This is an optimization exercise on Yosys and OpenROAD, whose aim is small area, a short achievable clock period and few clock cycles per item, not a production implementation. The RTL was checked by simulation tests, not by an equivalence proof against the original design. No activity file was given, so power comes from the tool's default toggle rates.

## rev 12
==> module sipo_buffer, before the edit <==
module sipo_buffer #(
    parameter int NBYTES = 480
) (
    input  wire                                        MCLK,
    input  wire                                        buf_wr_en_n,
    input  wire  [fifo_hexdump_pkg::BUF_BIT_AW-1:0]    buf_wr_addr,
    input  wire                                        buf_wr_bit,
    input  wire  [fifo_hexdump_pkg::BUF_BYTE_AW-1:0]   rd_addr,
    output logic [7:0]                                 rd_data
);
    localparam int AW = fifo_hexdump_pkg::BUF_BYTE_AW;
    logic [AW-1:0] na;
    assign na = !buf_wr_en_n ? buf_wr_addr[fifo_hexdump_pkg::BUF_BIT_AW-1:3] : rd_addr;
    logic [7:0] p0_n, p1_n, p2_n;    
    logic [7:0] wsel;                
    logic       w_d;
    always_ff @(posedge MCLK) begin
        for (int i = 0; i < 8; i++) begin
            p0_n[i] <= (na[2:0] != 3'(i));
            p1_n[i] <= (na[5:3] != 3'(i));
            p2_n[i] <= (na[9:6] != 4'(i));
            wsel[i] <= !buf_wr_en_n && (buf_wr_addr[2:0] == 3'(7 - i));
        end
        w_d <= buf_wr_bit;
    end
    localparam int NB = (NBYTES + 7) / 8;
    logic [NB-1:0] blk_n;
    for (genvar j = 0; j < NB; j++) begin : g_blk
        assign blk_n[j] = p1_n[j % 8] | p2_n[j / 8];
    end
    logic [NBYTES-1:0] rsel;
    for (genvar r = 0; r < NBYTES; r++) begin : g_sel
        assign rsel[r] = !(p0_n[r % 8] | blk_n[r / 8]);
    end
    logic [8*NBYTES-1:0] store;
    localparam int NG = (NB + 2) / 3;
    logic [3*NG-1:0] gblk;
    always_comb begin
        gblk = '0;
        for (int j = 0; j < NB; j++) gblk[j] = !blk_n[j];
    end
    logic [7:0] lane [8];
    for (genvar i = 0; i < 8; i++) begin : g_lane
        logic [24*NG-1:0] gdat;
        logic [8*NG-1:0]  gy_n;
        always_comb begin
            gdat = '0;
            for (int j = 0; j < NB; j++)
                if (8*j + i < NBYTES) gdat[8*j +: 8] = store[8*(8*j + i) +: 8];
        end
        for (genvar g = 0; g < NG; g++) begin : g_rd
            rd_group u_rd (
                .sel (gblk[3*g +: 3]),
                .d   (gdat[24*g +: 24]),
                .y_n (gy_n[8*g +: 8])
            );
        end
        always_comb begin
            lane[i] = '0;
            for (int g = 0; g < NG; g++) lane[i] = lane[i] | ~gy_n[8*g +: 8];
        end
    end
    always_comb begin
        rd_data = '0;
        for (int i = 0; i < 8; i++) rd_data = rd_data | (lane[i] & {8{!p0_n[i]}});
    end
    logic [7:0] wbyte;
    for (genvar c = 0; c < 8; c++) begin : g_merge
        assign wbyte[c] = wsel[c] ? w_d : rd_data[c];
    end
    logic [NBYTES-1:0] hold;
    row_hold #(
        .NBYTES (NBYTES)
    ) u_hold (
        .p0    (~p0_n),
        .blk   (gblk[NB-1:0]),
        .hold  (hold)
    );
    for (genvar r = 0; r < NBYTES; r++) begin : g_row
        always_ff @(posedge MCLK) begin
            store[8*r +: 8] <= (wbyte & {8{rsel[r]}}) | (store[8*r +: 8] & {8{hold[r]}});
        end
    end
endmodule
==> module row_hold, before the edit <==
module row_hold #(
    parameter int NBYTES = 480
) (
    input  wire  [7:0]                    p0,
    input  wire  [(NBYTES + 7) / 8 - 1:0] blk,
    output logic [NBYTES-1:0]             hold
);
    for (genvar r = 0; r < NBYTES; r++) begin : g_hold
        assign hold[r] = !(p0[r % 8] & blk[r / 8]);
    end
endmodule
export LEC_CHECK = 0
export ABC_CLOCK_PERIOD_IN_PS = 5000
export CAP_MARGIN = 20
export CORE_MARGIN = 2
export CORE_UTILIZATION = 70
export CTS_CLUSTER_DIAMETER = 80
export CTS_CLUSTER_SIZE = 28
export PLACE_DENSITY = 0.78
export SLEW_MARGIN = 20
export SYNTH_HIERARCHICAL = 1
export SYNTH_MINIMUM_KEEP_SIZE = 0
create_clock -name core_clock -period 25.0 [get_ports {MCLK}]
standard.sh (not shown) runs the stock make flow with config.mk's settings and CLKGATE_MAP_FILE= SYNTH_SCRIPT=/design/flow/synth_recipe.tcl, a recipe that flattens the netlist after the stock synthesis.
==> flow/flow/run.sh <==
#!/bin/bash
# The standard ORFS flow (the standard.sh, unchanged synthesis), with the
# timing repair after CTS and after global routing asked to keep a setup
# margin, so that it works on the paths that set the achieved period.
set -euo pipefail
bash standard.sh SETUP_SLACK_MARGIN=19.0 finish > run_standard.log 2>&1
Testbench counts of rev 12, summed over its fixed seeds: cycles 57,008, chars 18,976.
## Diff of input files: rev 13 against rev 12
--- a/flow/design.v
+++ b/flow/design.v
@@ -89,31 +89,12 @@
     for (genvar c = 0; c < 8; c++) begin : g_merge
         assign wbyte[c] = wsel[c] ? w_d : rd_data[c];
     end
-    logic [NBYTES-1:0] hold;
-    row_hold #(
-        .NBYTES (NBYTES)
-    ) u_hold (
-        .p0    (~p0_n),
-        .blk   (gblk[NB-1:0]),
-        .hold  (hold)
-    );
     for (genvar r = 0; r < NBYTES; r++) begin : g_row
         always_ff @(posedge MCLK) begin
-            store[8*r +: 8] <= (wbyte & {8{rsel[r]}}) | (store[8*r +: 8] & {8{hold[r]}});
+            if (rsel[r]) store[8*r +: 8] <= wbyte;
         end
     end
 endmodule
-module row_hold #(
-    parameter int NBYTES = 480
-) (
-    input  wire  [7:0]                    p0,
-    input  wire  [(NBYTES + 7) / 8 - 1:0] blk,
-    output logic [NBYTES-1:0]             hold
-);
-    for (genvar r = 0; r < NBYTES; r++) begin : g_hold
-        assign hold[r] = !(p0[r % 8] & blk[r / 8]);
-    end
-endmodule
 module rd_group (
     input  wire  [2:0]  sel,
     input  wire  [23:0] d,
Findings:
Rev 13 did not stop at any stage, and its layout met the timing, DRC and antenna checks.
On total global routing track utilization, the lower figure sits with rev 13, not rev 12.
Compared to rev 12, rev 13 leaves less free space in the core.
In rev 13 the post-CTS resize count turned out 55% lower than in rev 12.
Min power across rev 13 and rev 12: rev 12
Rev 13 — slack of the critical path 0.015 ns lower, rev 12 as reference
Comparing rev 12 with rev 13, the fmax came out essentially unchanged.
Relative to rev 12, area enclosed by the die boundary has gone down in rev 13.
Of the two candidates, rev 12 has the worse first-pass GRT wire length and rev 13 the better one.
Share of total power in the clock network (rev 13 over rev 12): decrease, 5.9 points
Going from rev 12 to rev 13, number of detailed-routing iterations run before antenna repair lower, area after synthesis fell by about 1.8%, final wirelength fell about 22%, count of clock-buffer cells in the layout went down, net switching fraction of the power has increased.
Testbench counts of rev 13, summed over its fixed seeds: cycles 57,008, chars 18,976.

-- port drivers added, routing unchanged --
Ports are ideal in the flow. The routed layouts listed here were re-timed in OpenROAD. Step 1: set_driving_cell puts a clkbuf_16 on MCLK and a buf_2 on each other input, an assumption about the parent block. Step 2 moves the port delays by t, midway between the first and last clock arrival at a register: inputs arrive t later, outputs are due t later. That takes back most of the time a late clock gives input paths. Slacks: ideal / step 1 / step 2; pairs: ideal / step 1.
| run | shift t [ns] | setup WS [ns] | worst setup path after step 2 |
|---|---|---|---|
| rev 12 | 0.969 | 18.677 / 18.578 / 18.216 | input to register |
| rev 13 | 0.961 | 18.663 / 18.581 / 18.157 | input to register |
After both steps setup and hold are still met in every run listed. For rev 13, which loses most, drivers alone change the setup slack by -0.082 ns; drivers and shift together by -0.506 ns.
